Background: an optimization exercise with open tools, aiming at small area, a short achievable clock period and few clock cycles per item. Do not read the settings as production practice. Function was checked by simulation only, so behaviour that the tests miss may differ from the original.

==> design.v <==
`default_nettype none
package elg_pkg;
  localparam int WORD_BITS = 32;
  localparam logic CMD_SIGN   = 1'b0;
  localparam logic CMD_VERIFY = 1'b1;
  localparam logic [1:0] REG_MODULUS   = 2'd0;
  localparam logic [1:0] REG_GENERATOR = 2'd1;
  localparam logic [1:0] REG_SECRET    = 2'd2;
  localparam logic [1:0] REG_PUBLIC    = 2'd3;
endpackage
`default_nettype wire
`default_nettype none
module elg_mod_unit (
  input  wire logic        abit,
  input  wire logic [31:0] r,
  input  wire logic [31:0] b,
  input  wire logic [31:0] m,
  output logic      [31:0] r_next
);
  logic [34:0] x1;
  logic [34:0] y;
  logic [34:0] z1;
  logic [34:0] z2;
  logic [34:0] v;
  logic [34:0] s1;
  logic [34:0] c1;
  logic [34:0] s2;
  logic [34:0] c2;
  logic [34:0] d1;
  logic [34:0] d2;
  always_comb begin
    y  = abit ? {3'b000, b} : 35'd0;
    x1 = {2'b00, r, 1'b1};             
    z1 = {3'b111, ~m};                 
    z2 = {2'b11, ~m, 1'b1};            
    v  = {2'b00, r, 1'b0} + y;
    s1 = x1 ^ y ^ z1;
    c1 = (x1 & y) | (x1 & z1) | (y & z1);
    s2 = x1 ^ y ^ z2;
    c2 = (x1 & y) | (x1 & z2) | (y & z2);
    d1 = s1 + {c1[33:0], 1'b0};        
    d2 = s2 + {c2[33:0], 1'b0};        
    if (!d2[34]) begin
      r_next = d2[31:0];
    end else if (!d1[34]) begin
      r_next = d1[31:0];
    end else begin
      r_next = v[31:0];
    end
  end
endmodule
module elg_mont_step (
  input  wire logic [2:0]  d,        
  input  wire logic [1:0]  q,        
  input  wire logic [35:0] s,        
  input  wire logic [35:0] c,
  input  wire logic        cin,
  input  wire logic [33:0] b,        
  input  wire logic [31:0] p,
  output logic      [35:0] s_next,
  output logic      [35:0] c_next,
  output logic             cin_next
);
  logic [37:0] ss, cc, bb, mag, xr, yr;
  logic [37:0] s1, m1, c1, s2, m2, c2;
  logic        xneg;
  logic [2:0]  lo;
  always_comb begin
    ss = {{2{s[35]}}, s};
    cc = {{2{c[35]}}, c};
    bb = {{4{b[33]}}, b};
    case (d)
      3'b001, 3'b010, 3'b101, 3'b110: mag = bb;
      3'b011, 3'b100:                 mag = {bb[36:0], 1'b0};
      default:                        mag = 38'd0;
    endcase
    xneg = d[2] & ~(d[1] & d[0]);
    xr   = xneg ? ~mag : mag;
    case (q)
      2'd1:    yr = {6'd0, p};
      2'd2:    yr = {5'd0, p, 1'b0};
      2'd3:    yr = ~{6'd0, p[31:1], 1'b0};   
      default: yr = 38'd0;
    endcase
    s1 = ss ^ cc ^ xr;
    m1 = (ss & cc) | (ss & xr) | (cc & xr);
    c1 = {m1[36:0], xneg};
    s2 = s1 ^ c1 ^ yr;
    m2 = (s1 & c1) | (s1 & yr) | (c1 & yr);
    c2 = {m2[36:0], cin};
    lo = {1'b0, s2[1:0]} + {1'b0, c2[1:0]};
    s_next   = s2[37:2];
    c_next   = c2[37:2];
    cin_next = lo[2];
  end
endmodule
module elg_mont_q (
  input  wire logic [2:0] d,
  input  wire logic [1:0] b,
  input  wire logic [1:0] s,        
  input  wire logic [1:0] c,
  input  wire logic       cin,
  input  wire logic       p1,       
  output logic      [1:0] q
);
  logic [1:0] x;
  logic       xneg;
  logic [1:0] w;
  always_comb begin
    case (d)
      3'b001, 3'b010, 3'b101, 3'b110: x = b;
      3'b011, 3'b100:                 x = {b[0], 1'b0};
      default:                        x = 2'd0;
    endcase
    xneg = d[2] & ~(d[1] & d[0]);
    w = s + c + {1'b0, cin} + (xneg ? ~x : x) + {1'b0, xneg};
    q = p1 ? w : (2'd0 - w);
  end
endmodule
`default_nettype wire
`default_nettype none
module elgamal32_sign_verify_unit (
  input  wire logic                          clk,
  input  wire logic                          rst,
  input  wire logic                          psel,
  input  wire logic                          penable,
  input  wire logic                          pwrite,
  input  wire logic [3:0]                    paddr,
  input  wire logic [31:0]                   pwdata,
  output logic [31:0]                        prdata,
  output logic                               pready,
  input  wire logic                          req_valid,
  output logic                               req_stall,
  input  wire logic [128:0]                  req_word,
  output logic                               rsp_valid,
  input  wire logic                          rsp_stall,
  output logic [65:0]                        rsp_word
);
  localparam int NS = 33;
  localparam int I_IDLE = 0;
  localparam int I_ACC = 1;
  localparam int I_OUT = 2;
  localparam int I_EX_FETCH = 3;
  localparam int I_EX_DEC = 4;
  localparam int I_EX_SQ = 5;
  localparam int I_EX_MUL = 6;
  localparam int I_EX_END = 7;
  localparam int I_EX_CVT = 8;
  localparam int I_EX_FIX = 9;
  localparam int I_SG_GRED = 10;
  localparam int I_SG_A = 11;
  localparam int I_SG_KRED = 12;
  localparam int I_EU_CHK = 13;
  localparam int I_EU_ALN = 14;
  localparam int I_EU_SUB = 15;
  localparam int I_EU_SWP = 16;
  localparam int I_EU_NEG = 17;
  localparam int I_SG_HR0 = 18;
  localparam int I_SG_HRED = 19;
  localparam int I_SG_U = 20;
  localparam int I_SG_T1 = 21;
  localparam int I_SG_T2 = 22;
  localparam int I_SG_S0 = 23;
  localparam int I_SG_S = 24;
  localparam int I_SG_FIN = 25;
  localparam int I_VF_HRED = 26;
  localparam int I_VF_ARED = 27;
  localparam int I_VF_HA0 = 28;
  localparam int I_VF_HA = 29;
  localparam int I_VF_L = 30;
  localparam int I_VF_GRED = 31;
  localparam int I_VF_CMP = 32;
  localparam logic [5:0] ST_IDLE = 6'd0;
  localparam logic [5:0] ST_ACC = 6'd1;
  localparam logic [5:0] ST_OUT = 6'd2;
  localparam logic [5:0] ST_EX_FETCH = 6'd3;
  localparam logic [5:0] ST_EX_DEC = 6'd4;
  localparam logic [5:0] ST_EX_SQ = 6'd5;
  localparam logic [5:0] ST_EX_MUL = 6'd6;
  localparam logic [5:0] ST_EX_END = 6'd7;
  localparam logic [5:0] ST_EX_CVT = 6'd8;
  localparam logic [5:0] ST_EX_FIX = 6'd9;
  localparam logic [5:0] ST_SG_GRED = 6'd10;
  localparam logic [5:0] ST_SG_A = 6'd11;
  localparam logic [5:0] ST_SG_KRED = 6'd12;
  localparam logic [5:0] ST_EU_CHK = 6'd13;
  localparam logic [5:0] ST_EU_ALN = 6'd14;
  localparam logic [5:0] ST_EU_SUB = 6'd15;
  localparam logic [5:0] ST_EU_SWP = 6'd16;
  localparam logic [5:0] ST_EU_NEG = 6'd17;
  localparam logic [5:0] ST_SG_HR0 = 6'd18;
  localparam logic [5:0] ST_SG_HRED = 6'd19;
  localparam logic [5:0] ST_SG_U = 6'd20;
  localparam logic [5:0] ST_SG_T1 = 6'd21;
  localparam logic [5:0] ST_SG_T2 = 6'd22;
  localparam logic [5:0] ST_SG_S0 = 6'd23;
  localparam logic [5:0] ST_SG_S = 6'd24;
  localparam logic [5:0] ST_SG_FIN = 6'd25;
  localparam logic [5:0] ST_VF_HRED = 6'd26;
  localparam logic [5:0] ST_VF_ARED = 6'd27;
  localparam logic [5:0] ST_VF_HA0 = 6'd28;
  localparam logic [5:0] ST_VF_HA = 6'd29;
  localparam logic [5:0] ST_VF_L = 6'd30;
  localparam logic [5:0] ST_VF_GRED = 6'd31;
  localparam logic [5:0] ST_VF_CMP = 6'd32;
  logic        req_cmd;
  logic [31:0] req_hash;
  logic [31:0] req_k;
  logic [31:0] req_ain;
  logic [31:0] req_bin;
  assign req_cmd  = req_word[128];
  assign req_hash = req_word[127:96];
  assign req_k    = req_word[95:64];
  assign req_ain  = req_word[63:32];
  assign req_bin  = req_word[31:0];
  logic [31:0] p, g, x, h;
  logic [31:0] prdata_q;
  logic        cfg_wr;
  logic        p_small;
  logic        mont;
  assign cfg_wr  = psel & penable & pwrite;
  assign p_small = (p[31:1] == 31'd0);
  assign mont    = p[0];
  assign pready  = 1'b1;
  assign prdata  = prdata_q;
  always_ff @(posedge clk) begin
    if (rst) begin
      p <= 32'd2;
      g <= 32'd1;
      x <= 32'd0;
      h <= 32'd1;
    end else if (cfg_wr) begin
      case (paddr[3:2])
        elg_pkg::REG_MODULUS:   p <= pwdata;
        elg_pkg::REG_GENERATOR: g <= pwdata;
        elg_pkg::REG_SECRET:    x <= pwdata;
        default:                h <= pwdata;
      endcase
    end
  end
  always_ff @(posedge clk) begin
    case (paddr[3:2])
      elg_pkg::REG_MODULUS:   prdata_q <= p;
      elg_pkg::REG_GENERATOR: prdata_q <= g;
      elg_pkg::REG_SECRET:    prdata_q <= x;
      default:                prdata_q <= h;
    endcase
  end
  logic [5:0]    sb, state_n;
  logic [NS-1:0] state;
  always_comb begin
    for (int i = 0; i < NS; i++) state[i] = (sb == i);
  end
  logic [35:0] R, R_n;       
  logic [35:0] C, C_n;       
  logic        cin, cin_n;
  logic [33:0] A, A_n;       
  logic [33:0] B, B_n;       
  logic [31:0] M, M_n;       
  logic [31:0] V1, V1_n;     
  logic [31:0] V2, V2_n;     
  logic [33:0] V3, V3_n;     
  logic        gbusy, gbusy_n;
  logic        mm, mm_n;     
  logic [2:0]  md, md_n;     
  logic [1:0]  mq, mq_n;     
  logic        glast_n;
  logic [6:0]  gcnt, gcnt_n;
  logic [4:0]  ei, ei_n;     
  logic        one, one_n;   
  logic        shamir, shamir_n;
  logic        isvf, isvf_n;
  logic [4:0]  j, j_n;       
  logic        neg, neg_n;   
  logic        tb, tb_n;     
  logic        se, se_n;
  logic        vf, vf_n;
  logic        stall_q, stall_n;
  logic        rv_q, rv_n;
  logic        eb1, eb2;     
  logic [31:0] r_next;
  logic [35:0] s_next, c_next;
  logic        cin_next;
  logic [35:0] t_sum;        
  logic [35:0] un;           
  logic        glast;
  logic        gl;           
  logic        gm;           
  logic        gmm;          
  logic [6:0]  gc;           
  elg_mod_unit u_mod (
    .abit   (A[31]),
    .r      (R[31:0]),
    .b      (B[31:0]),
    .m      (M),
    .r_next (r_next)
  );
  elg_mont_step u_mont (
    .d        (md),
    .q        (mq),
    .s        (R),
    .c        (C),
    .cin      (cin),
    .b        (B),
    .p        (p),
    .s_next   (s_next),
    .c_next   (c_next),
    .cin_next (cin_next)
  );
  logic [36:0] t_sum1;
  assign t_sum1 = {R, 1'b1} + {C, cin};
  assign t_sum  = t_sum1[36:1];
  assign un    = mm ? t_sum : {4'b0000, r_next};
  logic [1:0] q_first, q_next;
  logic [1:0] a_lo, b_lo;
  elg_mont_q u_qf (
    .d  ({a_lo, 1'b0}),
    .b  (b_lo),
    .s   (2'b00),
    .c   (2'b00),
    .cin (1'b0),
    .p1 (p[1]),
    .q  (q_first)
  );
  elg_mont_q u_qn (
    .d  (A[3:1]),
    .b  (B[1:0]),
    .s   (s_next[1:0]),
    .c   (c_next[1:0]),
    .cin (cin_next),
    .p1 (p[1]),
    .q  (q_next)
  );
  logic [31:0] f1, f2;
  always_comb begin
    if (!isvf)       f1 = req_k;
    else if (shamir) f1 = req_ain;
    else             f1 = req_hash;
    f2 = shamir ? req_bin : 32'd0;
  end
  always_ff @(posedge clk) begin
    eb1 <= f1[ei];
    eb2 <= f2[ei];
  end
  logic [33:0] base;
  always_comb begin
    if (eb2) base = eb1 ? V3 : {2'b00, V2};
    else     base = {2'b00, V1};
  end
  logic [31:0] sopd, aopd;
  logic [32:0] eu_sub;
  logic [31:0] eu_add;
  always_comb begin
    unique case (1'b1)
      state[I_EU_ALN]: sopd = {A[30:0], 1'b0};
      state[I_SG_T1]:  sopd = R[31:0];
      state[I_EU_NEG]: sopd = B[31:0];
      default:   sopd = A[31:0];
    endcase
    aopd   = (state[I_SG_T2] || state[I_EX_FIX]) ? M : B[31:0];
    eu_sub = {1'b0, V1} - {1'b0, sopd};
    eu_add = R[31:0] + aopd;
  end
  typedef enum logic [2:0] {R_HOLD, R_STEP, R_ZERO, R_BASE, R_ONE, R_B, R_ADD, R_SUB} rsel_t;
  typedef enum logic [2:0] {A_HOLD, A_STEP, A_SHR, A_EXT, A_R, A_UN, A_V1, A_V3} asel_t;
  typedef enum logic [2:0] {B_HOLD, B_SHL, B_SHR, B_ONE, B_R, B_UN, B_V2, B_BASE} bsel_t;
  typedef enum logic [2:0] {V1_HOLD, V1_UN, V1_M, V1_SUB, V1_A} v1sel_t;
  typedef enum logic [1:0] {V2_HOLD, V2_UN, V2_R, V2_ZERO} v2sel_t;
  typedef enum logic [2:0] {V3_HOLD, V3_UN, V3_R, V3_ZERO, V3_B, V3_SUB} v3sel_t;
  typedef enum logic [2:0] {E_G, E_H, E_X, E_K, E_HASH, E_AIN} esel_t;
  rsel_t  rs;
  asel_t  as;
  bsel_t  bs;
  v1sel_t v1s;
  v2sel_t v2s;
  v3sel_t v3s;
  esel_t  es;
  logic [31:0] ext;
  logic [6:0]  cvt_cnt;      
  assign cvt_cnt = mont ? 7'd65 : 7'd31;
  always_comb begin
    state_n  = sb;
    rs       = R_HOLD;
    as       = A_HOLD;
    bs       = B_HOLD;
    v1s      = V1_HOLD;
    v2s      = V2_HOLD;
    v3s      = V3_HOLD;
    es       = E_G;
    gm       = 1'b0;
    gmm      = 1'b0;
    gc       = 7'd31;
    gbusy_n  = gbusy;
    gcnt_n   = gcnt;
    ei_n     = ei;
    one_n    = one;
    shamir_n = shamir;
    isvf_n   = isvf;
    j_n      = j;
    neg_n    = neg;
    tb_n     = tb;
    se_n     = se;
    vf_n     = vf;
    stall_n  = 1'b1;
    rv_n     = rv_q;
    gl       = 1'b0;
    if (gbusy) begin
      rs     = R_STEP;
      as     = A_STEP;
      gcnt_n = gcnt - 7'd1;
      if (gcnt == 7'd0) gbusy_n = 1'b0;
    end
    unique case (1'b1)
      state[I_IDLE]: begin
        if (req_valid) begin
          isvf_n = req_cmd;
          if (p_small) begin
            v2s     = V2_ZERO;
            rs      = R_ZERO;
            se_n    = ~req_cmd;
            vf_n    = 1'b0;
            stall_n = 1'b0;
            state_n = ST_ACC;
          end else if (req_cmd == elg_pkg::CMD_SIGN) begin
            gl = 1'b1; as = A_EXT; es = E_G; bs = B_ONE; gc = cvt_cnt;
            state_n = ST_SG_GRED;
          end else begin
            gl = 1'b1; as = A_EXT; es = E_H; bs = B_ONE; gc = cvt_cnt;
            state_n = ST_VF_HRED;
          end
        end
      end
      state[I_ACC]: begin
        if (req_valid) begin
          rv_n    = 1'b1;
          state_n = ST_OUT;
        end else begin
          state_n = ST_IDLE;
        end
      end
      state[I_OUT]: begin
        if (!rsp_stall) begin
          rv_n    = 1'b0;
          state_n = ST_IDLE;
        end
      end
      state[I_EX_FETCH]: state_n = ST_EX_DEC;
      state[I_EX_DEC]: begin
        if (one) begin
          if (eb1 | eb2) begin
            rs    = R_BASE;
            one_n = 1'b0;
          end
          if (ei == 5'd0) begin
            state_n = ST_EX_END;
          end else begin
            ei_n    = ei - 5'd1;
            state_n = ST_EX_FETCH;
          end
        end else begin
          gl = 1'b1; as = A_R; bs = B_R; gmm = mont; gc = mont ? 7'd17 : 7'd31;
          state_n = ST_EX_SQ;
        end
      end
      state[I_EX_SQ]: begin
        if (glast) begin
          if (eb1 | eb2) begin
            gl = 1'b1; as = A_UN; bs = B_BASE; gmm = mont; gc = mont ? 7'd17 : 7'd31;
            state_n = ST_EX_MUL;
          end else if (ei == 5'd0) begin
            state_n = ST_EX_END;
          end else begin
            gl = 1'b1; as = A_UN; bs = B_UN; gmm = mont; gc = mont ? 7'd17 : 7'd31;
            ei_n    = ei - 5'd1;
            state_n = ST_EX_SQ;
          end
        end
      end
      state[I_EX_MUL]: begin
        if (glast) begin
          if (ei == 5'd0) begin
            state_n = ST_EX_END;
          end else begin
            gl = 1'b1; as = A_UN; bs = B_UN; gmm = mont; gc = mont ? 7'd17 : 7'd31;
            ei_n    = ei - 5'd1;
            state_n = ST_EX_SQ;
          end
        end
      end
      state[I_EX_END]: begin
        if (one) begin
          rs = R_ONE;
          state_n = ST_EX_FIX;
        end else if (mont) begin
          gl = 1'b1; as = A_R; bs = B_ONE; gmm = 1'b1; gc = 7'd17;
          state_n = ST_EX_CVT;
        end else begin
          state_n = ST_EX_FIX;
        end
      end
      state[I_EX_CVT]: begin
        if (glast) state_n = ST_EX_FIX;
      end
      state[I_EX_FIX]: begin
        if (R[35]) rs = R_ADD;
        if (!isvf)       state_n = ST_SG_A;
        else if (shamir) state_n = ST_VF_L;
        else             state_n = ST_VF_CMP;
      end
      state[I_SG_GRED]: begin
        if (glast) begin
          v1s      = V1_UN;
          ei_n     = 5'd31;
          one_n    = 1'b1;
          shamir_n = 1'b0;
          state_n  = ST_EX_FETCH;
        end
      end
      state[I_SG_A]: begin
        v2s = V2_R;
        gl = 1'b1; as = A_EXT; es = E_K; bs = B_ONE; gm = 1'b1;
        state_n = ST_SG_KRED;
      end
      state[I_SG_KRED]: begin
        if (glast) begin
          v1s     = V1_M;
          as      = A_UN;
          rs      = R_ZERO;
          bs      = B_ONE;
          j_n     = 5'd0;
          neg_n   = 1'b0;
          state_n = ST_EU_CHK;
        end
      end
      state[I_EU_CHK]: begin
        if (A[31:0] == 32'd0) begin
          v3s     = V3_ZERO;
          state_n = ST_SG_HR0;
        end else if (A[31:0] == 32'd1) begin
          if (neg) begin
            v1s     = V1_M;
            state_n = ST_EU_NEG;
          end else begin
            v3s     = V3_B;
            state_n = ST_SG_HR0;
          end
        end else begin
          state_n = ST_EU_ALN;
        end
      end
      state[I_EU_ALN]: begin
        if (!A[31] && !eu_sub[32]) begin
          as  = A_STEP;
          bs  = B_SHL;
          j_n = j + 5'd1;
        end else begin
          state_n = ST_EU_SUB;
        end
      end
      state[I_EU_SUB]: begin
        if (!eu_sub[32]) begin
          v1s = V1_SUB;
          rs  = R_ADD;
        end
        if (j == 5'd0) begin
          state_n = ST_EU_SWP;
        end else begin
          as  = A_SHR;
          bs  = B_SHR;
          j_n = j - 5'd1;
        end
      end
      state[I_EU_SWP]: begin
        v1s     = V1_A;
        as      = A_V1;
        rs      = R_B;
        bs      = B_R;
        neg_n   = ~neg;
        state_n = ST_EU_CHK;
      end
      state[I_EU_NEG]: begin
        v3s     = V3_SUB;
        state_n = ST_SG_HR0;
      end
      state[I_SG_HR0]: begin
        gl = 1'b1; as = A_EXT; es = E_HASH; bs = B_ONE; gm = 1'b1;
        state_n = ST_SG_HRED;
      end
      state[I_SG_HRED]: begin
        if (glast) begin
          v1s = V1_UN;
          gl = 1'b1; as = A_EXT; es = E_X; bs = B_V2; gm = 1'b1;
          state_n = ST_SG_U;
        end
      end
      state[I_SG_U]: begin
        if (glast) state_n = ST_SG_T1;
      end
      state[I_SG_T1]: begin
        rs      = R_SUB;
        tb_n    = eu_sub[32];
        state_n = ST_SG_T2;
      end
      state[I_SG_T2]: begin
        if (tb) rs = R_ADD;
        state_n = ST_SG_S0;
      end
      state[I_SG_S0]: begin
        gl = 1'b1; as = A_V3; bs = B_R; gm = 1'b1;
        state_n = ST_SG_S;
      end
      state[I_SG_S]: begin
        if (glast) state_n = ST_SG_FIN;
      end
      state[I_SG_FIN]: begin
        se_n    = (R[31:0] == 32'd0);
        vf_n    = 1'b0;
        stall_n = 1'b0;
        state_n = ST_ACC;
      end
      state[I_VF_HRED]: begin
        if (glast) begin
          v1s = V1_UN;
          gl = 1'b1; as = A_EXT; es = E_AIN; bs = B_ONE; gc = cvt_cnt;
          state_n = ST_VF_ARED;
        end
      end
      state[I_VF_ARED]: begin
        if (glast) begin
          v2s = V2_UN;
          state_n = ST_VF_HA0;
        end
      end
      state[I_VF_HA0]: begin
        gl = 1'b1; as = A_V1; bs = B_V2; gmm = mont; gc = mont ? 7'd17 : 7'd31;
        state_n = ST_VF_HA;
      end
      state[I_VF_HA]: begin
        if (glast) begin
          v3s      = V3_UN;
          ei_n     = 5'd31;
          one_n    = 1'b1;
          shamir_n = 1'b1;
          state_n  = ST_EX_FETCH;
        end
      end
      state[I_VF_L]: begin
        v3s = V3_R;
        gl = 1'b1; as = A_EXT; es = E_G; bs = B_ONE; gc = cvt_cnt;
        state_n = ST_VF_GRED;
      end
      state[I_VF_GRED]: begin
        if (glast) begin
          v1s      = V1_UN;
          ei_n     = 5'd31;
          one_n    = 1'b1;
          shamir_n = 1'b0;
          state_n  = ST_EX_FETCH;
        end
      end
      state[I_VF_CMP]: begin
        vf_n    = (R[33:0] == V3);
        se_n    = 1'b0;
        v2s     = V2_ZERO;
        rs      = R_ZERO;
        stall_n = 1'b0;
        state_n = ST_ACC;
      end
      default: state_n = ST_IDLE;
    endcase
    if (gl) begin
      rs      = R_ZERO;
      gbusy_n = 1'b1;
      gcnt_n  = gc;
    end
  end
  always_comb begin
    if (state[I_EX_SQ] || state[I_EX_MUL]) begin
      a_lo = t_sum[1:0];
      b_lo = (state[I_EX_SQ] && (eb1 | eb2)) ? base[1:0] : t_sum[1:0];
    end else if (state[I_VF_HA0]) begin
      a_lo = V1[1:0];
      b_lo = V2[1:0];
    end else if (state[I_EX_END]) begin
      a_lo = R[1:0];
      b_lo = 2'd1;
    end else begin
      a_lo = R[1:0];
      b_lo = R[1:0];
    end
  end
  always_comb begin
    case (es)
      E_G:     ext = g;
      E_H:     ext = h;
      E_X:     ext = x;
      E_K:     ext = req_k;
      E_HASH:  ext = req_hash;
      default: ext = req_ain;
    endcase
  end
  always_comb begin
    case (rs)
      R_HOLD:  R_n = R;
      R_STEP:  R_n = mm ? (glast ? t_sum : s_next) : {4'b0000, r_next};
      R_ZERO:  R_n = 36'd0;
      R_BASE:  R_n = {{2{base[33]}}, base};
      R_ONE:   R_n = 36'd1;
      R_B:     R_n = {{2{B[33]}}, B};
      R_ADD:   R_n = {4'b0000, eu_add};
      default: R_n = {4'b0000, eu_sub[31:0]};
    endcase
    case (as)
      A_HOLD:  A_n = A;
      A_STEP:  A_n = mm ? {{2{A[33]}}, A[33:2]} : {A[32:0], 1'b0};
      A_SHR:   A_n = {3'b000, A[31:1]};
      A_EXT:   A_n = {2'b00, ext};
      A_R:     A_n = R[33:0];
      A_UN:    A_n = un[33:0];
      A_V1:    A_n = {2'b00, V1};
      default: A_n = V3;
    endcase
    case (bs)
      B_HOLD:  B_n = B;
      B_SHL:   B_n = {2'b00, B[30:0], 1'b0};
      B_SHR:   B_n = {3'b000, B[31:1]};
      B_ONE:   B_n = 34'd1;
      B_R:     B_n = R[33:0];
      B_UN:    B_n = un[33:0];
      B_V2:    B_n = {2'b00, V2};
      default: B_n = base;
    endcase
    case (v1s)
      V1_UN:   V1_n = un[31:0];
      V1_M:    V1_n = M;
      V1_SUB:  V1_n = eu_sub[31:0];
      V1_A:    V1_n = A[31:0];
      default: V1_n = V1;
    endcase
    case (v2s)
      V2_UN:   V2_n = un[31:0];
      V2_R:    V2_n = R[31:0];
      V2_ZERO: V2_n = 32'd0;
      default: V2_n = V2;
    endcase
    case (v3s)
      V3_UN:   V3_n = un[33:0];
      V3_R:    V3_n = R[33:0];
      V3_ZERO: V3_n = 34'd0;
      V3_B:    V3_n = B;
      V3_SUB:  V3_n = {2'b00, eu_sub[31:0]};
      default: V3_n = V3;
    endcase
    M_n  = gl ? (gm ? (p - 32'd1) : p) : M;
    mm_n = gl ? gmm : mm;
    C_n   = gl ? 36'd0 : ((gbusy & mm & ~glast) ? c_next : C);
    cin_n = gl ? 1'b0 : ((gbusy & mm & ~glast) ? cin_next : cin);
    md_n    = gl ? {a_lo, 1'b0} : ((gbusy & mm & ~glast) ? A[3:1] : md);
    mq_n    = gl ? q_first : ((gbusy & mm & ~glast) ? q_next : mq);
    glast_n = gbusy_n & (gcnt_n == 7'd0);
  end
  always_ff @(posedge clk) begin
    R      <= R_n;
    C      <= C_n;
    cin    <= cin_n;
    A      <= A_n;
    B      <= B_n;
    M      <= M_n;
    V1     <= V1_n;
    V2     <= V2_n;
    V3     <= V3_n;
    mm     <= mm_n;
    md     <= md_n;
    mq     <= mq_n;
    gcnt   <= gcnt_n;
    ei     <= ei_n;
    one    <= one_n;
    shamir <= shamir_n;
    isvf   <= isvf_n;
    j      <= j_n;
    neg    <= neg_n;
    tb     <= tb_n;
    se     <= se_n;
    vf     <= vf_n;
    if (rst) begin
      sb      <= ST_IDLE;
      gbusy   <= 1'b0;
      glast   <= 1'b0;
      stall_q <= 1'b1;
      rv_q    <= 1'b0;
    end else begin
      sb      <= state_n;
      gbusy   <= gbusy_n;
      glast   <= glast_n;
      stall_q <= stall_n;
      rv_q    <= rv_n;
    end
  end
  assign req_stall = stall_q;
  assign rsp_valid = rv_q;
  assign rsp_word  = {V2, R[31:0], se, vf};
endmodule
`default_nettype wire
==> run.sh <==
#!/bin/bash
# synth_recipe.tcl (not shown) runs the flow's synth.tcl, then flattens the netlist and writes it again
# the make line also repeats each setting of config.mk as NAME=value (left out here)
make -C /OpenROAD-flow-scripts/flow DESIGN_CONFIG=/design/flow/config.mk WORK_HOME=/design/flow/orfs CLKGATE_MAP_FILE= SYNTH_SCRIPT=/design/flow/synth_recipe.tcl finish
==> config.mk <==
export PLATFORM = sky130hd
export DESIGN_NAME = elgamal32_sign_verify_unit
export DESIGN_NICKNAME = elgamal32_sign_verify_unit
export VERILOG_FILES = /design/flow/design.v
export SDC_FILE = /design/flow/constraint.sdc
export NUM_CORES = 4
export LEC_CHECK = 0
export CAP_MARGIN = 20
export CORE_MARGIN = 2
export CORE_UTILIZATION = 40
export SETUP_SLACK_MARGIN = 5
export SLEW_MARGIN = 20
==> constraint.sdc <==
create_clock -name core_clock -period 10.0 [get_ports {clk}]
set_input_delay 2.0000 -clock core_clock [delete_from_list [all_inputs] [get_ports {clk}]]
set_output_delay 2.0000 -clock core_clock [all_outputs]
set_load 0.01 [all_outputs]
==> results.py, run 1 <==
metrics = {
    "grt": {
        "grt_use_total_pct": 34.18,
        "grt_start_max_net_pins": 89,
        "grt_pass1_vias": 44064,
        "grt_antenna_before_repair": 5,
        "overflow": 0,
        "grt_first_pass_wirelength_um": 297300,
    },
    "synth": {
        "yosysMostFrequentCell": "nand2_1",
        "synth_edf_count": 256,
        "yosysTopAreaCellShare_pct": 17.06,
        "ys.flop_type": "edfxtp_1",
        "avgSynthCellArea_um2": 8.239,
        "synth_area_leaders": "edfxtp_1 17%, dfxtp_1 9.6%, fa_1 6.4%",
        "synth_async_sr_flop_share_pct": 0,
        "yosysTopAreaCell": "edfxtp_1",
        "syn_inst": 5469,
        "yosys-top-cells-count": "762 x nand2_1, 455 x a21oi_1, 379 x o21ai_0",
        "synth_fp_nets": 5988,
        "synth_seq_cells": 473,
        "syn_area_um2": 45060,
        "ys_warn_count": 4,
        "seq_area_frac_synth_pct": 26.70,
        "synth_cell_types": 102,
    },
    "clock_network": {
        "cts_buffer_depth": 3,
        "cts.root.buffer_cell": "clkbuf_16",
        "tritoncts": "yes",
        "cts_buffers": 54,
        "path_clk_slew_ns": 0.07,
        "clkSinkCount": 473,
        "htree_num_levels": 2,
        "clkLatencyLatePin_ns": 0.67,
    },
    "drt": {
        "viasPerCell": 6.544,
        "first_pass_iters": 13,
        "wirelength_um": 210300,
        "route.vias.total": 47401,
        "wl_per_cell_um": 29.04,
        "dr.first_iter.drc_count": 7481,
        "ant_nets": 0,
        "post-route-drc-count": 0,
    },
    "place": {
        "place_inst": 6909,
        "gp_congestion": 1.010,
        "dp_hpwl_um": 149800,
        "io_buffers": 269,
        "dpl_cell_area_um2": 48970,
    },
    "setup_path": {
        "cp_max_fo": 7,
        "required_ns": 10.42,
        "start_kind": "flop",
        "worstRegToRegCells": 23,
        "end_kind": "flop",
        "r2r_slack_ns": 4.89,
        "crit_type": "reg2reg",
        "r2r-end": "B[19]$_DFFE_PP_",
        "cp_data_arrival_time_ns": 5.53,
        "reg2reg_from": "sb[1]$_SDFFE_PP0P_",
    },
    "timing": {
        "fin_crit_ns": 5.105,
        "period_share_pct": 51.05,
        "final.setup.tns_ns": 0,
        "tightest_slew_ns": 1.209,
        "slew_violations": 0,
        "hold_viol_final": 0,
        "fmax_mhz": 195.9,
        "relSlewSlack_pct": 18.56,
        "finalSetupViolCount": 0,
        "finalHoldWorstSlack_ns": 0.4681,
        "rsz0062_at_grt": "yes",
        "finClkSkew_ns": 0.03230,
    },
    "cells_and_area": {
        "area_growth_pct": 21.93,
        "design_area_um2": 54940,
        "num-nets-final": 6216,
        "n_fill_cell": 10828,
        "multi_input_area_um2": 31650,
        "drive_above_1_share_pct": 14.63,
        "fin_cells": 7243,
        "register_area_um2": 12060,
    },
    "status": {
        "status": "no timing/DRC/antenna violations",
    },
    "die": {
        "die_area_um2": 115300,
        "die_w_um": 339.6,
        "placementRows": 123,
        "ios": 273,
        "core_area_um2": 112000,
        "start_util_pct": 40.22,
        "die_y_um": 339.6,
    },
    "flow_run": {
        "drv_cap": 0,
    },
    "min_path": {
        "hold_depth": 2,
        "hold_path.class": "reg2reg",
        "min-delay-start": "g[4]$_SDFFE_PP0P_",
        "worst_hold_path.endpoint": "g[4]$_SDFFE_PP0P_",
    },
}
[per-stage QoR]
stage	worst slack, ns	utilization [%]
finish	4.895	49.04
global route	4.746	49.04
global placement	2.685	43.70
floorplan	5.003	-
CTS	4.943	47.13
detailed placement	2.627	43.71
[critical path, cell delays in order (launching register included)]
cell and delay (ns):
dfxtp_4 0.35, buf_12 0.13, buf_4 0.13, and2_2 0.22, nand3_4 0.25, nand3_4 0.19
buf_4 0.21, nand2_1 0.05, o21ai_0 0.09, ha_1 0.42, nand2_1 0.10, a32o_2 0.34
nor4_4 0.33, o211ai_1 0.14, buf_4 0.17, buf_6 0.12, and3_4 0.18, or3_4 0.35
and2_4 0.15, buf_6 0.13, a221o_1 0.25, a221o_1 0.28, o22a_1 0.18, o21a_1 0.09
[metal layers]
layer	vias to the layer above	GRT usage (%)	part of all wire [%]
met5	-	0	0.010
met4	4	15.38	6.4
met3	634	11.35	14
met2	3394	50.85	42
met1	22729	44.86	38
li1	20640	-	-
[layout make-up]
| cell class | instances | area share [%] |
|---|---|---|
| clock buffers | 74 | 2.799 |
| multi-input cells | 4263 | 57.61 |
| repair inverters | 1 | 0.02960 |
| inverters | 271 | 1.911 |
| diodes | 1 | 0.004555 |
| flip-flops and latches | 473 | 21.94 |
| well taps | 1500 | 3.416 |
| repair buffers | 633 | 11.65 |
| clock inverters | 27 | 0.6308 |
[cells in the final DEF (no fill, tap or decap), types with 68 or more instances in the layout]
master / instances
nor3_1: 72
dfxtp_1: 207
o21ai_0: 317
xnor2_1: 137
a22oi_1: 89
buf_4: 271
clkdlybuf4s50_1: 266
fa_1: 144
mux2i_1: 122
o211ai_1: 83
a21o_1: 94
nor2_1: 362
nand2_1: 737
a221oi_1: 68
a21oi_1: 430
edfxtp_1: 256
a222oi_1: 110
xor2_1: 135
inv_1: 263
nand3_1: 105
ha_1: 186
[logic make-up (layout without fill, tap and decap cells)]
family                   Yosys count  in the layout  synth area share [%]
other                              1              2              0.008322
XOR/XNOR                         277            277                 5.384
AND/OR/NAND/NOR                 1659           1663                 16.54
AO/OA/AOI/OAI                   1759           1759                 26.52
buffers and inverters            737           1006                 6.542
multiplexers                     216            216                 6.259
flip-flops                       473            473                 26.70
adder cells (fa/ha/maj)          347            347                 12.05
[state kept, by name, summed over array words and instances (netlist names), 34 cells and up]
signal,flops
C,36
R,36
A,34
B,34
V3,34
[worst max path at each step]
stage / start / slack, ns / end
after floorplan: sb[2]$_SDFFE_PP0P_ / 5.00 / R[24]$_DFFE_PP_
after global placement: req_valid / 2.69 / R[15]$_DFFE_PP_
after detailed placement: req_valid / 2.63 / R[15]$_DFFE_PP_
after CTS: sb[1]$_SDFFE_PP0P_ / 4.94 / B[19]$_DFFE_PP_
after global routing: sb[5]$_SDFFE_PP0P_ / 4.75 / B[19]$_DFFE_PP_
final: sb[1]$_SDFFE_PP0P_ / 4.89 / B[19]$_DFFE_PP_
[what timing repair did]
action	CTS	global route
setup buffers	104	103
hold buffers	0	0
gates cloned	12	12
pin swaps	49	83
gates resized for setup	203	271
setup endpoints to repair	388	257
Testbench counts, summed over its fixed seeds: cycles 471,392, items 320.
==> run 2: changes to the inputs <==
--- a/design.v
+++ b/design.v
@@ -136,7 +136,7 @@
   input  wire logic                          rsp_stall,
   output logic [65:0]                        rsp_word
 );
-  localparam int NS = 33;
+  localparam int NS = 35;
   localparam int I_IDLE = 0;
   localparam int I_ACC = 1;
   localparam int I_OUT = 2;
@@ -147,29 +147,31 @@
   localparam int I_EX_END = 7;
   localparam int I_EX_CVT = 8;
   localparam int I_EX_FIX = 9;
-  localparam int I_SG_GRED = 10;
-  localparam int I_SG_A = 11;
-  localparam int I_SG_KRED = 12;
-  localparam int I_EU_CHK = 13;
-  localparam int I_EU_ALN = 14;
-  localparam int I_EU_SUB = 15;
-  localparam int I_EU_SWP = 16;
-  localparam int I_EU_NEG = 17;
-  localparam int I_SG_HR0 = 18;
-  localparam int I_SG_HRED = 19;
-  localparam int I_SG_U = 20;
-  localparam int I_SG_T1 = 21;
-  localparam int I_SG_T2 = 22;
-  localparam int I_SG_S0 = 23;
-  localparam int I_SG_S = 24;
-  localparam int I_SG_FIN = 25;
-  localparam int I_VF_HRED = 26;
-  localparam int I_VF_ARED = 27;
-  localparam int I_VF_HA0 = 28;
-  localparam int I_VF_HA = 29;
-  localparam int I_VF_L = 30;
-  localparam int I_VF_GRED = 31;
-  localparam int I_VF_CMP = 32;
+  localparam int I_PC_GH = 10;
+  localparam int I_PC_GG = 11;
+  localparam int I_SG_GRED = 12;
+  localparam int I_SG_A = 13;
+  localparam int I_SG_KRED = 14;
+  localparam int I_EU_CHK = 15;
+  localparam int I_EU_ALN = 16;
+  localparam int I_EU_SUB = 17;
+  localparam int I_EU_SWP = 18;
+  localparam int I_EU_NEG = 19;
+  localparam int I_SG_HR0 = 20;
+  localparam int I_SG_HRED = 21;
+  localparam int I_SG_U = 22;
+  localparam int I_SG_T1 = 23;
+  localparam int I_SG_T2 = 24;
+  localparam int I_SG_S0 = 25;
+  localparam int I_SG_S = 26;
+  localparam int I_SG_FIN = 27;
+  localparam int I_VF_HRED = 28;
+  localparam int I_VF_ARED = 29;
+  localparam int I_VF_HA0 = 30;
+  localparam int I_VF_HA = 31;
+  localparam int I_VF_L = 32;
+  localparam int I_VF_GRED = 33;
+  localparam int I_VF_CMP = 34;
   localparam logic [5:0] ST_IDLE = 6'd0;
   localparam logic [5:0] ST_ACC = 6'd1;
   localparam logic [5:0] ST_OUT = 6'd2;
@@ -180,29 +182,31 @@
   localparam logic [5:0] ST_EX_END = 6'd7;
   localparam logic [5:0] ST_EX_CVT = 6'd8;
   localparam logic [5:0] ST_EX_FIX = 6'd9;
-  localparam logic [5:0] ST_SG_GRED = 6'd10;
-  localparam logic [5:0] ST_SG_A = 6'd11;
-  localparam logic [5:0] ST_SG_KRED = 6'd12;
-  localparam logic [5:0] ST_EU_CHK = 6'd13;
-  localparam logic [5:0] ST_EU_ALN = 6'd14;
-  localparam logic [5:0] ST_EU_SUB = 6'd15;
-  localparam logic [5:0] ST_EU_SWP = 6'd16;
-  localparam logic [5:0] ST_EU_NEG = 6'd17;
-  localparam logic [5:0] ST_SG_HR0 = 6'd18;
-  localparam logic [5:0] ST_SG_HRED = 6'd19;
-  localparam logic [5:0] ST_SG_U = 6'd20;
-  localparam logic [5:0] ST_SG_T1 = 6'd21;
-  localparam logic [5:0] ST_SG_T2 = 6'd22;
-  localparam logic [5:0] ST_SG_S0 = 6'd23;
-  localparam logic [5:0] ST_SG_S = 6'd24;
-  localparam logic [5:0] ST_SG_FIN = 6'd25;
-  localparam logic [5:0] ST_VF_HRED = 6'd26;
-  localparam logic [5:0] ST_VF_ARED = 6'd27;
-  localparam logic [5:0] ST_VF_HA0 = 6'd28;
-  localparam logic [5:0] ST_VF_HA = 6'd29;
-  localparam logic [5:0] ST_VF_L = 6'd30;
-  localparam logic [5:0] ST_VF_GRED = 6'd31;
-  localparam logic [5:0] ST_VF_CMP = 6'd32;
+  localparam logic [5:0] ST_PC_GH = 6'd10;
+  localparam logic [5:0] ST_PC_GG = 6'd11;
+  localparam logic [5:0] ST_SG_GRED = 6'd12;
+  localparam logic [5:0] ST_SG_A = 6'd13;
+  localparam logic [5:0] ST_SG_KRED = 6'd14;
+  localparam logic [5:0] ST_EU_CHK = 6'd15;
+  localparam logic [5:0] ST_EU_ALN = 6'd16;
+  localparam logic [5:0] ST_EU_SUB = 6'd17;
+  localparam logic [5:0] ST_EU_SWP = 6'd18;
+  localparam logic [5:0] ST_EU_NEG = 6'd19;
+  localparam logic [5:0] ST_SG_HR0 = 6'd20;
+  localparam logic [5:0] ST_SG_HRED = 6'd21;
+  localparam logic [5:0] ST_SG_U = 6'd22;
+  localparam logic [5:0] ST_SG_T1 = 6'd23;
+  localparam logic [5:0] ST_SG_T2 = 6'd24;
+  localparam logic [5:0] ST_SG_S0 = 6'd25;
+  localparam logic [5:0] ST_SG_S = 6'd26;
+  localparam logic [5:0] ST_SG_FIN = 6'd27;
+  localparam logic [5:0] ST_VF_HRED = 6'd28;
+  localparam logic [5:0] ST_VF_ARED = 6'd29;
+  localparam logic [5:0] ST_VF_HA0 = 6'd30;
+  localparam logic [5:0] ST_VF_HA = 6'd31;
+  localparam logic [5:0] ST_VF_L = 6'd32;
+  localparam logic [5:0] ST_VF_GRED = 6'd33;
+  localparam logic [5:0] ST_VF_CMP = 6'd34;
   logic        req_cmd;
   logic [31:0] req_hash;
   logic [31:0] req_k;
@@ -269,6 +273,12 @@
   logic [4:0]  ei, ei_n;     
   logic        one, one_n;   
   logic        shamir, shamir_n;
+  logic        gsplit, gsplit_n;  
+  logic        pre, pre_n;        
+  logic        gv, gv_n;          
+  logic [33:0] GH, GH_n;
+  logic [33:0] GG, GG_n;
+  logic [31:0] GM, GM_n;
   logic        isvf, isvf_n;
   logic [4:0]  j, j_n;       
   logic        neg, neg_n;   
@@ -332,11 +342,22 @@
     .q  (q_next)
   );
   logic [31:0] f1, f2;
+  logic [31:0] fe;
   always_comb begin
-    if (!isvf)       f1 = req_k;
-    else if (shamir) f1 = req_ain;
-    else             f1 = req_hash;
-    f2 = shamir ? req_bin : 32'd0;
+    fe = isvf ? req_hash : req_k;
+    if (pre) begin
+      f1 = 32'h0001_0000;
+      f2 = 32'd0;
+    end else if (gsplit) begin
+      f1 = {16'd0, fe[31:16]};
+      f2 = {16'd0, fe[15:0]};
+    end else if (shamir) begin
+      f1 = req_ain;
+      f2 = req_bin;
+    end else begin
+      f1 = fe;
+      f2 = 32'd0;
+    end
   end
   always_ff @(posedge clk) begin
     eb1 <= f1[ei];
@@ -344,8 +365,11 @@
   end
   logic [33:0] base;
   always_comb begin
-    if (eb2) base = eb1 ? V3 : {2'b00, V2};
-    else     base = {2'b00, V1};
+    case ({eb1, eb2})
+      2'b01:   base = gsplit ? {2'b00, GM} : {2'b00, V2};
+      2'b11:   base = gsplit ? GG : V3;
+      default: base = gsplit ? GH : {2'b00, V1};
+    endcase
   end
   logic [31:0] sopd, aopd;
   logic [32:0] eu_sub;
@@ -395,6 +419,9 @@
     ei_n     = ei;
     one_n    = one;
     shamir_n = shamir;
+    gsplit_n = gsplit;
+    pre_n    = pre;
+    gv_n     = gv;
     isvf_n   = isvf;
     j_n      = j;
     neg_n    = neg;
@@ -422,9 +449,21 @@
             stall_n = 1'b0;
             state_n = ST_ACC;
           end else if (req_cmd == elg_pkg::CMD_SIGN) begin
-            gl = 1'b1; as = A_EXT; es = E_G; bs = B_ONE; gc = cvt_cnt;
-            state_n = ST_SG_GRED;
+            gsplit_n = 1'b0;
+            pre_n    = 1'b0;
+            if (mont && gv) begin
+              gsplit_n = 1'b1;
+              ei_n     = 5'd15;
+              one_n    = 1'b1;
+              shamir_n = 1'b0;
+              state_n  = ST_EX_FETCH;
+            end else begin
+              gl = 1'b1; as = A_EXT; es = E_G; bs = B_ONE; gc = cvt_cnt;
+              state_n = ST_SG_GRED;
+            end
           end else begin
+            gsplit_n = 1'b0;
+            pre_n    = 1'b0;
             gl = 1'b1; as = A_EXT; es = E_H; bs = B_ONE; gc = cvt_cnt;
             state_n = ST_VF_HRED;
           end
@@ -488,7 +527,9 @@
         end
       end
       state[I_EX_END]: begin
-        if (one) begin
+        if (pre) begin
+          state_n = ST_PC_GH;
+        end else if (one) begin
           rs = R_ONE;
           state_n = ST_EX_FIX;
         end else if (mont) begin
@@ -507,12 +548,28 @@
         else if (shamir) state_n = ST_VF_L;
         else             state_n = ST_VF_CMP;
       end
+      state[I_PC_GH]: begin
+        gl = 1'b1; as = A_V1; bs = B_R; gmm = 1'b1; gc = 7'd17;
+        state_n = ST_PC_GG;
+      end
+      state[I_PC_GG]: begin
+        if (glast) begin
+          gv_n     = 1'b1;
+          pre_n    = 1'b0;
+          gsplit_n = 1'b1;
+          ei_n     = 5'd15;
+          one_n    = 1'b1;
+          state_n  = ST_EX_FETCH;
+        end
+      end
       state[I_SG_GRED]: begin
         if (glast) begin
           v1s      = V1_UN;
-          ei_n     = 5'd31;
           one_n    = 1'b1;
           shamir_n = 1'b0;
+          pre_n    = mont & ~gv;
+          gsplit_n = mont & gv;
+          ei_n     = ~mont ? 5'd31 : (gv ? 5'd15 : 5'd16);
           state_n  = ST_EX_FETCH;
         end
       end
@@ -641,20 +698,33 @@
           ei_n     = 5'd31;
           one_n    = 1'b1;
           shamir_n = 1'b1;
+          gsplit_n = 1'b0;
+          pre_n    = 1'b0;
           state_n  = ST_EX_FETCH;
         end
       end
       state[I_VF_L]: begin
         v3s = V3_R;
-        gl = 1'b1; as = A_EXT; es = E_G; bs = B_ONE; gc = cvt_cnt;
-        state_n = ST_VF_GRED;
+        if (mont && gv) begin
+          gsplit_n = 1'b1;
+          pre_n    = 1'b0;
+          shamir_n = 1'b0;
+          ei_n     = 5'd15;
+          one_n    = 1'b1;
+          state_n  = ST_EX_FETCH;
+        end else begin
+          gl = 1'b1; as = A_EXT; es = E_G; bs = B_ONE; gc = cvt_cnt;
+          state_n = ST_VF_GRED;
+        end
       end
       state[I_VF_GRED]: begin
         if (glast) begin
           v1s      = V1_UN;
-          ei_n     = 5'd31;
           one_n    = 1'b1;
           shamir_n = 1'b0;
+          pre_n    = mont & ~gv;
+          gsplit_n = mont & gv;
+          ei_n     = ~mont ? 5'd31 : (gv ? 5'd15 : 5'd16);
           state_n  = ST_EX_FETCH;
         end
       end
@@ -678,6 +748,9 @@
     if (state[I_EX_SQ] || state[I_EX_MUL]) begin
       a_lo = t_sum[1:0];
       b_lo = (state[I_EX_SQ] && (eb1 | eb2)) ? base[1:0] : t_sum[1:0];
+    end else if (state[I_PC_GH]) begin
+      a_lo = V1[1:0];
+      b_lo = R[1:0];
     end else if (state[I_VF_HA0]) begin
       a_lo = V1[1:0];
       b_lo = V2[1:0];
@@ -753,6 +826,9 @@
     endcase
     M_n  = gl ? (gm ? (p - 32'd1) : p) : M;
     mm_n = gl ? gmm : mm;
+    GH_n = state[I_PC_GH] ? R[33:0] : GH;
+    GG_n = (state[I_PC_GG] & glast) ? un[33:0] : GG;
+    GM_n = ((state[I_SG_GRED] | state[I_VF_GRED]) & glast) ? un[31:0] : GM;
     C_n   = gl ? 36'd0 : ((gbusy & mm & ~glast) ? c_next : C);
     cin_n = gl ? 1'b0 : ((gbusy & mm & ~glast) ? cin_next : cin);
     md_n    = gl ? {a_lo, 1'b0} : ((gbusy & mm & ~glast) ? A[3:1] : md);
@@ -776,6 +852,11 @@
     ei     <= ei_n;
     one    <= one_n;
     shamir <= shamir_n;
+    gsplit <= gsplit_n;
+    pre    <= pre_n;
+    GH     <= GH_n;
+    GG     <= GG_n;
+    GM     <= GM_n;
     isvf   <= isvf_n;
     j      <= j_n;
     neg    <= neg_n;
@@ -784,12 +865,14 @@
     vf     <= vf_n;
     if (rst) begin
       sb      <= ST_IDLE;
+      gv      <= 1'b0;
       gbusy   <= 1'b0;
       glast   <= 1'b0;
       stall_q <= 1'b1;
       rv_q    <= 1'b0;
     end else begin
       sb      <= state_n;
+      gv      <= gv_n & ~(cfg_wr & (paddr[3:2] == elg_pkg::REG_MODULUS || paddr[3:2] == elg_pkg::REG_GENERATOR));
       gbusy   <= gbusy_n;
       glast   <= glast_n;
       stall_q <= stall_n;
==> results.py, run 2 <==
metrics = {
    "status": {
        "status": "no timing/DRC/antenna violations",
    },
    "grt": {
        "use_met3_pct": 11.68,
        "met1_usage_pct": 49.07,
        "grt_start_max_net_pins": 92,
        "grt_use_total_pct": 40.05,
        "grtUsageMet2_pct": 58.36,
        "grt_first_pass_wirelength_um": 367500,
        "grt_pass1_vias": 49075,
        "top_usage_layer": "met2",
        "grt_antenna_before_repair": 18,
        "overflow": 0,
    },
    "die": {
        "die_area_um2": 128100,
        "core_area_um2": 124000,
        "placementRows": 129,
        "ios": 273,
        "die_y_um": 357.9,
        "die_w_um": 357.9,
        "start_util_pct": 40.40,
    },
    "synth": {
        "seq_area_frac_synth_pct": 30.18,
        "syn_inst": 5780,
        "yosysMostFrequentCell": "nand2_1",
        "synth_seq_cells": 576,
        "synth_cell_types": 98,
        "ys.flop_type": "edfxtp_1",
        "synth_edf_count": 358,
        "ys_warn_count": 4,
        "syn_area_um2": 50090,
        "synth_async_sr_flop_share_pct": 0,
        "synth_area_leaders": "edfxtp_1 21%, dfxtp_1 8.7%, nand2_1 6.1%",
        "yosys-top-cells-count": "814 x nand2_1, 451 x a21oi_1, 379 x nor2_1",
        "synth_fp_nets": 6299,
        "yosysTopAreaCell": "edfxtp_1",
        "avgSynthCellArea_um2": 8.665,
        "yosysTopAreaCellShare_pct": 21.46,
    },
    "cells_and_area": {
        "n_fill_cell": 11653,
        "layout.cells.most_common": "nand2_1",
        "area_growth_pct": 23.92,
        "fin_cells": 7768,
        "drive_above_1_share_pct": 18.37,
        "num-nets-final": 6584,
        "final_cell_mix": "782 x nand2_1, 427 x a21oi_1, 358 x edfxtp_1",
        "largestRegisters": "C (36), R (36)",
    },
    "min_path": {
        "hold_path.class": "reg2reg",
        "worst_hold_path.endpoint": "g[11]$_SDFFE_PP0P_",
        "hold_depth": 2,
        "min-delay-start": "g[11]$_SDFFE_PP0P_",
    },
    "timing": {
        "final.setup.tns_ns": 0,
        "fin_crit_ns": 5.303,
        "hold_viol_final": 0,
        "fmax_mhz": 188.6,
        "finalSetupViolCount": 0,
        "tightest_slew_ns": 1.211,
        "rsz0062_at_grt": "yes",
        "slew_violations": 0,
        "period_share_pct": 53.03,
        "finalHoldWorstSlack_ns": 0.4723,
        "finClkSkew_ns": 0.04005,
        "relSlewSlack_pct": 19.28,
    },
    "setup_path": {
        "end_kind": "flop",
        "worstRegToRegCells": 21,
        "start_kind": "flop",
        "crit_type": "reg2reg",
        "r2r_slack_ns": 4.70,
        "cp_data_arrival_time_ns": 5.66,
        "required_ns": 10.35,
        "cp_max_fo": 6,
        "reg2reg_from": "sb[2]$_SDFFE_PP0P_",
        "r2r-end": "R[26]$_DFFE_PP_",
    },
    "place": {
        "place_inst": 7385,
        "dp_hpwl_um": 187700,
        "gp_congestion": 1.021,
        "io_buffers": 269,
    },
    "drt": {
        "first_pass_iters": 11,
        "post-route-drc-count": 0,
        "ant_nets": 0,
        "route.vias.total": 52878,
        "wirelength_um": 268200,
        "viasPerCell": 6.807,
        "dr.first_iter.drc_count": 8650,
        "wl_per_cell_um": 34.52,
    },
    "clock_network": {
        "cts.root.buffer_cell": "clkbuf_16",
        "htree_num_levels": 3,
        "tritoncts": "yes",
        "path_clk_slew_ns": 0.07,
        "clkLatencyLatePin_ns": 0.68,
        "cts_buffers": 72,
        "cts_buffer_depth": 3,
        "clkSinkCount": 576,
    },
    "flow_run": {
        "drv_cap": 0,
    },
}
run 2: cell families (layout without fill, tap and decap cells):
kind of cell | count (synthesis) | after routing | synth area share [%]
other cells | 1 | 9 | 0.007487
mux | 257 | 257 | 7.627
buf+inv | 795 | 1137 | 6.325
fa+ha+maj | 347 | 347 | 10.84
flops | 576 | 576 | 30.18
xor+xnor | 265 | 265 | 4.634
compound gates | 1780 | 1781 | 24.57
simple gates | 1759 | 1759 | 15.82
run 2: worst max path at each step:
stage	from	endpoint	slack, ns	cells after the start
2_1_floorplan	sb[2]$_SDFFE_PP0P_	R[24]$_DFFE_PP_	4.73	22
3_3_place_gp	sb[2]$_SDFFE_PP0P_	R[0]$_DFFE_PP_	2.19	19
3_5_place_dp	sb[2]$_SDFFE_PP0P_	R[0]$_DFFE_PP_	2.14	19
4_1_cts	sb[0]$_SDFFE_PP0P_	R[26]$_DFFE_PP_	4.80	19
5_1_grt	sb[2]$_SDFFE_PP0P_	R[26]$_DFFE_PP_	4.79	20
6_report	sb[2]$_SDFFE_PP0P_	R[26]$_DFFE_PP_	4.70	21
run 2: critical path: stages, from the launching register on:
cell       delay (ns)
dfxtp_2          0.35
buf_12           0.13
nor2_4           0.04
nand2_2          0.10
nor2_4           0.05
buf_12           0.12
or3_4            0.50
buf_16           0.21
nand2_4          0.06
o21ai_4          0.06
fa_2             0.43
a21o_1           0.21
a311oi_4         0.32
o21a_4           0.25
o221a_4          0.28
a21boi_4         0.10
o21a_4           0.24
o2111ai_4        0.25
o21ai_4          0.12
buf_12           0.17
a222oi_1         0.76
o211ai_1         0.19
run 2: final cells by class:
class	instances	area [µm²]	share of cell area, %
Antenna cell	8	20.02	0.03225
Clock buffer	103	2082	3.354
Clock inverter	29	300.3	0.4838
Inverter	307	1167	1.881
Multi-Input combinational cell	4410	34260	55.19
Sequential cell	576	15140	24.39
Tap cell	1637	2048	3.300
Timing Repair Buffer	698	7058	11.37
run 2: repair_timing:
item,in CTS,in global routing
gates resized for setup,307,279
pin swaps,70,96
setup buffers,120,91
endpoints found under the setup margin,499,192
hold buffers,0,0
cloned,20,11
run 2: per-layer routing:
metal  up-vias  share of wire (%)
met4        12                 10
met2      4074                 41
met5         -              0.029
li1      22180                  -
met1     25564                 36
met3      1048                 13
run 2: metrics by stage:
step / util [%] / instance area [µm²] / setup WS, ns
2_1_floorplan: - / 50270 / 4.725
3_3_place_gp: 44.05 / 54600 / 2.186
3_5_place_dp: 44.05 / 54610 / 2.136
4_1_cts: 48.33 / 59910 / 4.801
5_1_grt: 50.06 / 62050 / 4.787
6_report: 50.07 / 62070 / 4.697
Testbench counts of run 2, summed over its fixed seeds: cycles 366,724, items 320.

[port drivers added, routing unchanged]
Ports are ideal in the flow. The routed layouts listed here were re-timed in OpenROAD.
Step 1 sets driving cells, clkbuf_16 on the clock port and buf_2 on the other inputs (assumed; they add their load-dependent delay and slew).
Step 2 also shifts input and output timing later by t, the mid clock arrival at the registers, as if the neighbouring blocks saw the same clock.
Slacks: ideal ports / drivers / drivers and shift; pairs: ideal ports / drivers.
run | t (ns) | slack for setup (ns) | worst setup path after step 2 | worst slew at a driven data input, ns | cell pins on the clock port's net
run 1 | 0.726 | 4.895 / 4.895 / 4.339 | input to register | 0.08 | 1
run 2 | 0.745 | 4.697 / 4.697 / 4.059 | input to register | 0.09 | 1
After both steps setup and hold are still met in every run listed. The setup slack of run 2, which loses most, moves by 0.000 ns with the drivers and by -0.638 ns with both steps.
